This is an optimization exercise on Yosys and OpenROAD, whose aim is small area, a short achievable clock period and few clock cycles per item, not a production implementation.
Only simulation tests tie the RTL to the original design; equivalence was not proved.
No activity file was given, so power comes from the tool's default toggle rates.

run 1:
## aes256_key_expand
module aes256_key_expand (
  input  logic         clk,
  input  logic         reset,
  input  logic         start,
  input  logic [255:0] key_in,
  output logic         busy,
  output logic         rk_valid,
  input  logic         rk_ready,
  output logic [3:0]   rk_round,
  output logic [31:0]  k0_out,
  output logic [31:0]  k1_out,
  output logic [31:0]  k2_out,
  output logic [31:0]  k3_out,
  output logic         done
);
  aes_key_expand u_core (
    .clk      (clk),
    .reset    (reset),
    .start    (start),
    .key_in   (key_in),
    .busy     (busy),
    .rk_valid (rk_valid),
    .rk_ready (rk_ready),
    .rk_round (rk_round),
    .k0_out   (k0_out),
    .k1_out   (k1_out),
    .k2_out   (k2_out),
    .k3_out   (k3_out),
    .done     (done)
  );
endmodule
For scale: ~0.024 sq mm of cells after synthesis.
==> flow/config.mk <==
export PLATFORM = sky130hd
export DESIGN_NAME = aes256_key_expand
export DESIGN_NICKNAME = aes256_key_expand
export VERILOG_FILES = /design/flow/design.v
export SDC_FILE = /design/flow/constraint.sdc
export NUM_CORES = 4
export LEC_CHECK = 0
export CAP_MARGIN = 20
export CORE_MARGIN = 2
export CORE_UTILIZATION = 40
export PLACE_DENSITY = 0.6
export SLEW_MARGIN = 20
==> flow/constraint.sdc <==
create_clock -name core_clock -period 6.0 [get_ports {clk}]
set_input_delay 1.2000 -clock core_clock [delete_from_list [all_inputs] [get_ports {clk}]]
set_output_delay 1.2000 -clock core_clock [all_outputs]
set_load 0.01 [all_outputs]
standard.sh (not shown) runs the stock make flow with config.mk's settings and CLKGATE_MAP_FILE= SYNTH_SCRIPT=/design/flow/synth_recipe.tcl, a recipe that flattens the netlist after the stock synthesis.
==> flow/flow/run.sh <==
#!/bin/bash
# Layout flow: the standard ORFS flow, except that synthesis runs
# flow/my_synth.tcl (the standard synthesis script with a different ABC
# mapping script and without half/full-adder extraction). The registers are
# made by the same Yosys passes as in the standard synthesis.
# Every tool's output goes to a log file in this folder (and ORFS's own logs
# under orfs/logs).
set -euo pipefail
here=$(pwd)
bash standard.sh SYNTH_SCRIPT="$here/flow/my_synth.tcl" finish > "$here/flow_orfs.log" 2>&1
==> flow/flow/my_abc.script <==
strash
dch
map
topo
stime -c
buffer -c
upsize -c
dnsize -c
==> flow/flow/my_synth.tcl <==
set my_abc_script [file join [file dirname [file normalize [info script]]] my_abc.script]
proc synth {args} { yosys synth -nofsm -noshare {*}$args }
proc extract_fa {args} { puts "my_synth: extract_fa skipped" }
proc abc {args} {
  set i [lsearch -exact $args -script]
  if {$i >= 0} { lset args [expr {$i + 1}] $::my_abc_script }
  yosys abc {*}$args
}
source $::env(SCRIPTS_DIR)/synth.tcl
# left out here: clear keep_hierarchy, flatten, clean up, hide names made inside functions, write 1_2_yosys.v
Testbench counts of run 1, summed over its fixed seeds: cycles 3,072, keys 192.
#### Input delta (run 2 over run 1)
==> flow/flow/run.sh <==
#!/bin/bash
# Layout flow: the standard ORFS flow with two changes.
#  - Synthesis runs flow/my_synth.tcl: the standard synthesis script with a
#    different ABC mapping script (flow/my_abc.script) and without Yosys's
#    half/full-adder extraction. The registers come from the same Yosys
#    passes as in the standard synthesis.
#  - Every input and output port still gets its own buffer, but buffer_ports
#    is told to use the plain buf_1 cell instead of the delay cells it picks
#    by itself.
# ORFS writes each step's full log under orfs/logs; make's own output goes to
# flow_orfs.log in this folder.
set -euo pipefail
here=$(pwd)
bash standard.sh \
  SYNTH_SCRIPT="$here/flow/my_synth.tcl" \
  BUFFER_PORTS_ARGS="-buffer_cell sky130_fd_sc_hd__buf_1" \
  finish > "$here/flow_orfs.log" 2>&1
==> flow/flow/my_abc.script <==
strash
dc2
dch
map -D 1200
topo
stime -c
buffer -c
upsize -c
dnsize -c
diff --git a/flow/config.mk b/flow/config.mk
--- a/flow/config.mk
+++ b/flow/config.mk
@@ -10,3 +10,4 @@
 export CORE_UTILIZATION = 40
 export PLACE_DENSITY = 0.6
+export SETUP_SLACK_MARGIN = 3.5
 export SLEW_MARGIN = 20
### Flow results
The core occupancy in the finished layout in run 2 was higher than what run 1 gave.
On run 2: simple-gate area share of the yosys netlist is 4.4 points lower than what run 1 gave.
The last element of the critical path comes out u_core.r_b[60] in one run and u_core.r_b[45] in the other, namely in run 1 and run 2 respectively.
Looking at area growth from synthesis to layout across run 1 and run 2, the one that comes out higher is run 2.
In the tables for run 1 and run 2, delay of the slowest cell on the worst path reads lower with run 2.
Changes in run 3 relative to run 2:
diff --git a/flow/config.mk b/flow/config.mk
--- a/flow/config.mk
+++ b/flow/config.mk
@@ -9,4 +9,5 @@
 export CORE_MARGIN = 2
 export CORE_UTILIZATION = 40
+export CTS_BUF_LIST = sky130_fd_sc_hd__clkbuf_4 sky130_fd_sc_hd__clkbuf_8
 export PLACE_DENSITY = 0.6
 export SETUP_SLACK_MARGIN = 3.5
Notes after the runs:
Compared with run 2, in run 3 met1 demand-to-capacity share in global routing increased 0.15 points, total global routing track utilization was more or less identical.
Looking at clock network power share across run 2 and run 3, the one that comes out higher is run 3.
When the final numbers for run 2 and run 3 were put side by side, the number of buffers other than clock buffers in the final layout turned out to be greater in run 3.
The inputs of run 4 differ from those of run 3 as listed below.
diff --git a/flow/config.mk b/flow/config.mk
--- a/flow/config.mk
+++ b/flow/config.mk
@@ -9,6 +9,5 @@
 export CORE_MARGIN = 2
 export CORE_UTILIZATION = 40
-export CTS_BUF_LIST = sky130_fd_sc_hd__clkbuf_4 sky130_fd_sc_hd__clkbuf_8
 export PLACE_DENSITY = 0.6
-export SETUP_SLACK_MARGIN = 3.5
+export SETUP_SLACK_MARGIN = 3.7
 export SLEW_MARGIN = 20
==> summary.txt <==
[run 4] power density over the cells fell 15 mW/mm^2 relative to run 3
Run 4 was carried through to the last stage, and its layout satisfied the timing, design-rule and antenna checks.
Sort run 4 and run 3 by final critical path time including I/O delays and setup, ascending, and run 4 comes first.
Critical path's slowest cell = dfxtp_4: run 4; critical path's slowest cell = o311ai_1: run 3
Run 3 → run 4: final non-filler cell area increased 15%; number of non-clock buffers increased about 30%; first-iteration DRC count now larger.
A launch point of the critical path of u_core.r_b[18] is what run 4 shows, while u_core.r_b[3] belongs to run 3.

re-timing with driven ports:
The results above use ideal ports. As a check the final layouts listed here were re-extracted and re-timed, cells and wires unchanged. Step 1 assumes that a clkbuf_16 drives the clock port and a buf_2 every other input. Step 2 times the ports against the registers' clock, not the clock port: input delays grow and output delays shrink by t, the midpoint of the rising clock arrivals with the driver on. a / b / c = ideal ports / drivers / drivers and shift; a / b = the first two.
run	shift t [ns]	slack for setup (ns)	clock arrival spread, ns
run 1	0.629	1.947 / 1.947 / 1.837	0.028 / 0.028
run 2	0.673	3.399 / 3.399 / 2.931	0.028 / 0.029
run 3	0.703	3.360 / 3.360 / 2.913	0.035 / 0.035
run 4	0.677	3.475 / 3.475 / 2.962	0.027 / 0.027
After both steps setup and hold are still met in every run listed. For run 4, which loses most, drivers alone change the setup slack by 0.000 ns; drivers and shift together by -0.513 ns.
